This is an optimization exercise on Yosys and OpenROAD, whose aim is small area and a short achievable clock period, not a production implementation. Where RTL was checked, it was by simulation tests only, not by an equivalence proof against the original. Power figures rest on the tool's default switching activity, not on a simulated workload.

==> inputs of job 3085 <==
Design fdiv_mul, start of the top module:
module fdiv_mul #(
   parameter int unsigned FINV_LAT = 3
) (
   input  logic        clk,
   input  logic        rst,
   input  logic        in_valid,
   input  logic [31:0] x,
   input  logic [31:0] y,
   input  logic [31:0] y_inv,
   output logic        out_valid,
   output logic [31:0] q,
   output logic        dbz
);
   logic [7:0] vld;
   always_ff @(posedge clk) begin
      if (rst) vld <= '0;
      else     vld <= {vld[6:0], in_valid};
   end
   assign out_valid = vld[7];
   wire yz = (y[30:23] == 8'h00);
   wire yi = (y[30:23] == 8'hFF);
   wire xi = (x[30:23] == 8'hFF);
   wire xz = (x[30:23] == 8'h00);
   wire sp = yz | yi | xi | xz;
   wire [31:0] rec;
   assign rec[31]    = sp ? (x[31] ^ y[31]) : x[31];
   assign rec[30:23] = yz ? 8'hFF : (yi ? 8'h00 : x[30:23]);
   assign rec[22:1]  = x[22:1];
   assign rec[0]     = yz | (~sp & x[0]);
   logic [31:0] d0, d1, d2, d3, d4;
   always_ff @(posedge clk) begin
      d0 <= rec;
      d1 <= d0;
      d2 <= d1;
      d3 <= d2;
      d4 <= d3;
   end
   wire [24:0] bb = {1'b1, y_inv[22:0], 1'b0};
   logic [10:0] bneg;
   logic [11:0] bone, btwo;
   logic [7:0]  ve;
   logic        vs;
   always_ff @(posedge clk) begin
      for (int i = 0; i < 12; i++) begin
         bone[i] <= bb[2*i+1] ^ bb[2*i];
         btwo[i] <= (bb[2*i+2] & ~bb[2*i+1] & ~bb[2*i]) | (~bb[2*i+2] & bb[2*i+1] & bb[2*i]);
      end
      for (int i = 0; i < 11; i++) begin
         bneg[i] <= bb[2*i+2];
      end
      ve <= y_inv[30:23];
      vs <= y_inv[31];
   end
   wire [22:0] am = d4[22:0];
   wire [25:0] aa = {2'b01, am, 1'b0};   
   logic [24:0] pp0, pp1, pp2, pp3, pp4, pp5, pp6, pp7, pp8, pp9, pp10, pp11;
   always_comb begin
      for (int k = 0; k < 25; k++) begin
         pp0[k]  = ((bone[0]  & aa[k+1]) | (btwo[0]  & aa[k])) ^ bneg[0];
         pp1[k]  = ((bone[1]  & aa[k+1]) | (btwo[1]  & aa[k])) ^ bneg[1];
         pp2[k]  = ((bone[2]  & aa[k+1]) | (btwo[2]  & aa[k])) ^ bneg[2];
         pp3[k]  = ((bone[3]  & aa[k+1]) | (btwo[3]  & aa[k])) ^ bneg[3];
         pp4[k]  = ((bone[4]  & aa[k+1]) | (btwo[4]  & aa[k])) ^ bneg[4];
  ...
clock: 9.0 ns
lec_check: 0
cap_margin: 20
core_margin: 2
core_utilization: 40
slew_margin: 20
setup_slack_margin: 6.15
cts_args: -sink_clustering_enable -repair_clock_nets -dont_use_dummy_load
buffer_ports_args: -buffer_cell sky130_fd_sc_hd__buf_1
pre_resize_tcl: /design/flow/flow/outbuf.tcl
standard.sh (not shown) runs the stock make flow with config.mk's settings and CLKGATE_MAP_FILE= SYNTH_SCRIPT=/design/flow/synth_recipe.tcl, a recipe that flattens the netlist after the stock synthesis.
==> flow/flow/run.sh <==
#!/bin/bash
# The standard layout (standard.sh, with its unchanged synthesis), plus:
#  - flow/outbuf.tcl (PRE_RESIZE hook): sizes the output-port buffers up.
#  - flow/fapol.py: after synthesis, choose each full adder's polarity to drop
#    the inverters Yosys leaves between adders (registers untouched).
# The SDC (clock period, I/O delays, loads) is not touched.
set -euo pipefail
cat flow/settings.mk >> config.mk
echo "export PRE_RESIZE_TCL = $PWD/flow/outbuf.tcl" >> config.mk
bash standard.sh synth > synth.log 2>&1
R=orfs/results/sky130hd/fdiv_mul/base
cp $R/1_2_yosys.v $R/1_2_yosys.orig.v
python3 flow/fapol.py $R/1_2_yosys.orig.v $R/1_2_yosys.v > fapol.log 2>&1
rm -f $R/1_synth.odb $R/1_synth.sdc
bash standard.sh > standard.log 2>&1
==> flow/flow/settings.mk <==
export SETUP_SLACK_MARGIN = 6.15
export CTS_ARGS = -sink_clustering_enable -repair_clock_nets -dont_use_dummy_load
export BUFFER_PORTS_ARGS = -buffer_cell sky130_fd_sc_hd__buf_1
Other scripts of this flow, unchanged in this note and not shown: flow/flow/fapol.py, flow/flow/outbuf.tcl
==> job 5113 (differences from job 3085) <==
--- a/flow/design.v
+++ b/flow/design.v
@@ -14,26 +14,31 @@
    logic [7:0] vld;
    always_ff @(posedge clk) begin
       if (rst) vld <= '0;
       else     vld <= {vld[6:0], in_valid};
    end
    assign out_valid = vld[7];
-   wire yz = (y[30:23] == 8'h00);
-   wire yi = (y[30:23] == 8'hFF);
-   wire xi = (x[30:23] == 8'hFF);
-   wire xz = (x[30:23] == 8'h00);
-   wire sp = yz | yi | xi | xz;
+   logic [31:0] d0x;
+   logic        d0yz, d0yi, d0ys;
+   always_ff @(posedge clk) begin
+      d0x  <= x;
+      d0yz <= (y[30:23] == 8'h00);
+      d0yi <= (y[30:23] == 8'hFF);
+      d0ys <= y[31];
+   end
+   wire xi = (d0x[30:23] == 8'hFF);
+   wire xz = (d0x[30:23] == 8'h00);
+   wire sp = d0yz | d0yi | xi | xz;
    wire [31:0] rec;
-   assign rec[31]    = sp ? (x[31] ^ y[31]) : x[31];
-   assign rec[30:23] = yz ? 8'hFF : (yi ? 8'h00 : x[30:23]);
-   assign rec[22:1]  = x[22:1];
-   assign rec[0]     = yz | (~sp & x[0]);
-   logic [31:0] d0, d1, d2, d3, d4;
+   assign rec[31]    = sp ? (d0x[31] ^ d0ys) : d0x[31];
+   assign rec[30:23] = d0yz ? 8'hFF : (d0yi ? 8'h00 : d0x[30:23]);
+   assign rec[22:1]  = d0x[22:1];
+   assign rec[0]     = d0yz | (~sp & d0x[0]);
+   logic [31:0] d1, d2, d3, d4;
    always_ff @(posedge clk) begin
-      d0 <= rec;
-      d1 <= d0;
+      d1 <= rec;
       d2 <= d1;
       d3 <= d2;
       d4 <= d3;
    end
    wire [24:0] bb = {1'b1, y_inv[22:0], 1'b0};
    logic [10:0] bneg;
==> flow/flow/settings.mk (replaced) <==
export SETUP_SLACK_MARGIN = 6.4
export CTS_ARGS = -sink_clustering_enable -repair_clock_nets -dont_use_dummy_load
export BUFFER_PORTS_ARGS = -buffer_cell sky130_fd_sc_hd__buf_1
Settings changed: SETUP_SLACK_MARGIN 6.15 to 6.4.
==> job 1894 (differences from job 3085) <==
--- a/flow/design.v
+++ b/flow/design.v
@@ -14,26 +14,31 @@
    logic [7:0] vld;
    always_ff @(posedge clk) begin
       if (rst) vld <= '0;
       else     vld <= {vld[6:0], in_valid};
    end
    assign out_valid = vld[7];
-   wire yz = (y[30:23] == 8'h00);
-   wire yi = (y[30:23] == 8'hFF);
-   wire xi = (x[30:23] == 8'hFF);
-   wire xz = (x[30:23] == 8'h00);
-   wire sp = yz | yi | xi | xz;
+   logic [31:0] d0x;
+   logic        d0yz, d0yi, d0ys;
+   always_ff @(posedge clk) begin
+      d0x  <= x;
+      d0yz <= (y[30:23] == 8'h00);
+      d0yi <= (y[30:23] == 8'hFF);
+      d0ys <= y[31];
+   end
+   wire xi = (d0x[30:23] == 8'hFF);
+   wire xz = (d0x[30:23] == 8'h00);
+   wire sp = d0yz | d0yi | xi | xz;
    wire [31:0] rec;
-   assign rec[31]    = sp ? (x[31] ^ y[31]) : x[31];
-   assign rec[30:23] = yz ? 8'hFF : (yi ? 8'h00 : x[30:23]);
-   assign rec[22:1]  = x[22:1];
-   assign rec[0]     = yz | (~sp & x[0]);
-   logic [31:0] d0, d1, d2, d3, d4;
+   assign rec[31]    = sp ? (d0x[31] ^ d0ys) : d0x[31];
+   assign rec[30:23] = d0yz ? 8'hFF : (d0yi ? 8'h00 : d0x[30:23]);
+   assign rec[22:1]  = d0x[22:1];
+   assign rec[0]     = d0yz | (~sp & d0x[0]);
+   logic [31:0] d1, d2, d3, d4;
    always_ff @(posedge clk) begin
-      d0 <= rec;
-      d1 <= d0;
+      d1 <= rec;
       d2 <= d1;
       d3 <= d2;
       d4 <= d3;
    end
    wire [24:0] bb = {1'b1, y_inv[22:0], 1'b0};
    logic [10:0] bneg;
==> flow/flow/settings.mk (replaced) <==
export SETUP_SLACK_MARGIN = 6.15
export CTS_ARGS = -sink_clustering_enable -repair_clock_nets -dont_use_dummy_load -root_buf sky130_fd_sc_hd__clkbuf_16 -buf_list sky130_fd_sc_hd__clkbuf_8
export BUFFER_PORTS_ARGS = -buffer_cell sky130_fd_sc_hd__buf_1
Settings changed: CTS_ARGS -sink_clustering_enable -repair_clock_nets -dont_use_dummy_load to -sink_clustering_enable -repair_clock_nets -dont_use_dummy_load -root_buf sky130_fd_sc_hd__clkbuf_16 -buf_list sky130_fd_sc_hd__clkbuf_8.
==> job 342 (differences from job 3085) <==
--- a/flow/design.v
+++ b/flow/design.v
@@ -14,26 +14,31 @@
    logic [7:0] vld;
    always_ff @(posedge clk) begin
       if (rst) vld <= '0;
       else     vld <= {vld[6:0], in_valid};
    end
    assign out_valid = vld[7];
-   wire yz = (y[30:23] == 8'h00);
-   wire yi = (y[30:23] == 8'hFF);
-   wire xi = (x[30:23] == 8'hFF);
-   wire xz = (x[30:23] == 8'h00);
-   wire sp = yz | yi | xi | xz;
+   logic [31:0] d0x;
+   logic        d0yz, d0yi, d0ys;
+   always_ff @(posedge clk) begin
+      d0x  <= x;
+      d0yz <= (y[30:23] == 8'h00);
+      d0yi <= (y[30:23] == 8'hFF);
+      d0ys <= y[31];
+   end
+   wire xi = (d0x[30:23] == 8'hFF);
+   wire xz = (d0x[30:23] == 8'h00);
+   wire sp = d0yz | d0yi | xi | xz;
    wire [31:0] rec;
-   assign rec[31]    = sp ? (x[31] ^ y[31]) : x[31];
-   assign rec[30:23] = yz ? 8'hFF : (yi ? 8'h00 : x[30:23]);
-   assign rec[22:1]  = x[22:1];
-   assign rec[0]     = yz | (~sp & x[0]);
-   logic [31:0] d0, d1, d2, d3, d4;
+   assign rec[31]    = sp ? (d0x[31] ^ d0ys) : d0x[31];
+   assign rec[30:23] = d0yz ? 8'hFF : (d0yi ? 8'h00 : d0x[30:23]);
+   assign rec[22:1]  = d0x[22:1];
+   assign rec[0]     = d0yz | (~sp & d0x[0]);
+   logic [31:0] d1, d2, d3, d4;
    always_ff @(posedge clk) begin
-      d0 <= rec;
-      d1 <= d0;
+      d1 <= rec;
       d2 <= d1;
       d3 <= d2;
       d4 <= d3;
    end
    wire [24:0] bb = {1'b1, y_inv[22:0], 1'b0};
    logic [10:0] bneg;
==> run summary <==
## Status
- status: finished clean

## Critical path
- kind of end point of the critical path: register
- category of cells accounting for the largest share of critical-path delay: adder cells

## Layout
- share of the final layout cell area in sequential cells: 0.3599

## Logic synthesis
- netlist area before placement: 23790 µm²

# the run above: job 1894

==> run summary <==
## Status
- status: finished clean

## Placed design
- total of buffers placed on input and output ports: 109

## Critical path
- category of cells accounting for the largest share of critical-path delay: flip-flops
- kind of end point of the critical path: output pin

## Logic synthesis
- netlist area before placement: 23790 µm²

## Layout
- share of the final layout cell area in sequential cells: 0.3416

## Pwr
- Logic pwr share: 0.455

# the run above: job 5113

==> run summary <==
## Status
- status: finished clean

## Logic synthesis
- netlist area before placement: 23900 µm²

## Critical path
- category of cells accounting for the largest share of critical-path delay: flip-flops
- kind of end point of the critical path: output pin

## Layout
- share of the final layout cell area in sequential cells: 0.3556

# the run above: job 3085

==> run summary <==
## Status
- status: finished clean

## Critical path
- category of cells accounting for the largest share of critical-path delay: flip-flops
- crit path from: q[1]
- kind of end point of the critical path: output pin

## Layout
- share of the final layout cell area in sequential cells: 0.3594

## Logic synthesis
- netlist area before placement: 23790 µm²

# the run above: job 342

Only the layout flow was run in job 3085; the RTL was not checked for function there.

-- static timing again, ports no longer ideal --
The flow's constraints put no driver on any port. The routed layouts listed below were extracted and timed again, unchanged, in two steps. Step 1 sets driving cells, clkbuf_16 on the clock port and buf_2 on the other inputs (assumed; they add their load-dependent delay and slew). Step 2 adds t to the input delays and takes it off the output delays; t is the mean of the earliest and latest rising clock arrival at the registers after step 1. Input paths then give back, and output paths get back, about the clock's delay inside the block. Slacks: ideal ports / drivers / drivers and shift; pairs: ideal ports / drivers.
| run | t (ns) | setup WS [ns] | worst setup path at the end | worst register clock-pin slew, ns |
|---|---|---|---|---|
| job 3085 | 0.633 | 6.136 / 6.077 / 5.830 | input to register | 0.06 / 0.06 |
| job 5113 | 0.628 | 6.157 / 6.098 / 6.387 | register to register | 0.06 / 0.06 |
| job 1894 | 0.610 | 6.151 / 6.132 / 6.151 | register to register | 0.06 / 0.06 |
| job 342 | 0.634 | 6.157 / 6.096 / 6.167 | register to register | 0.06 / 0.06 |
After both steps setup and hold are still met in every run listed. For job 3085, which loses most, drivers alone change the setup slack by -0.059 ns; drivers and shift together by -0.306 ns.
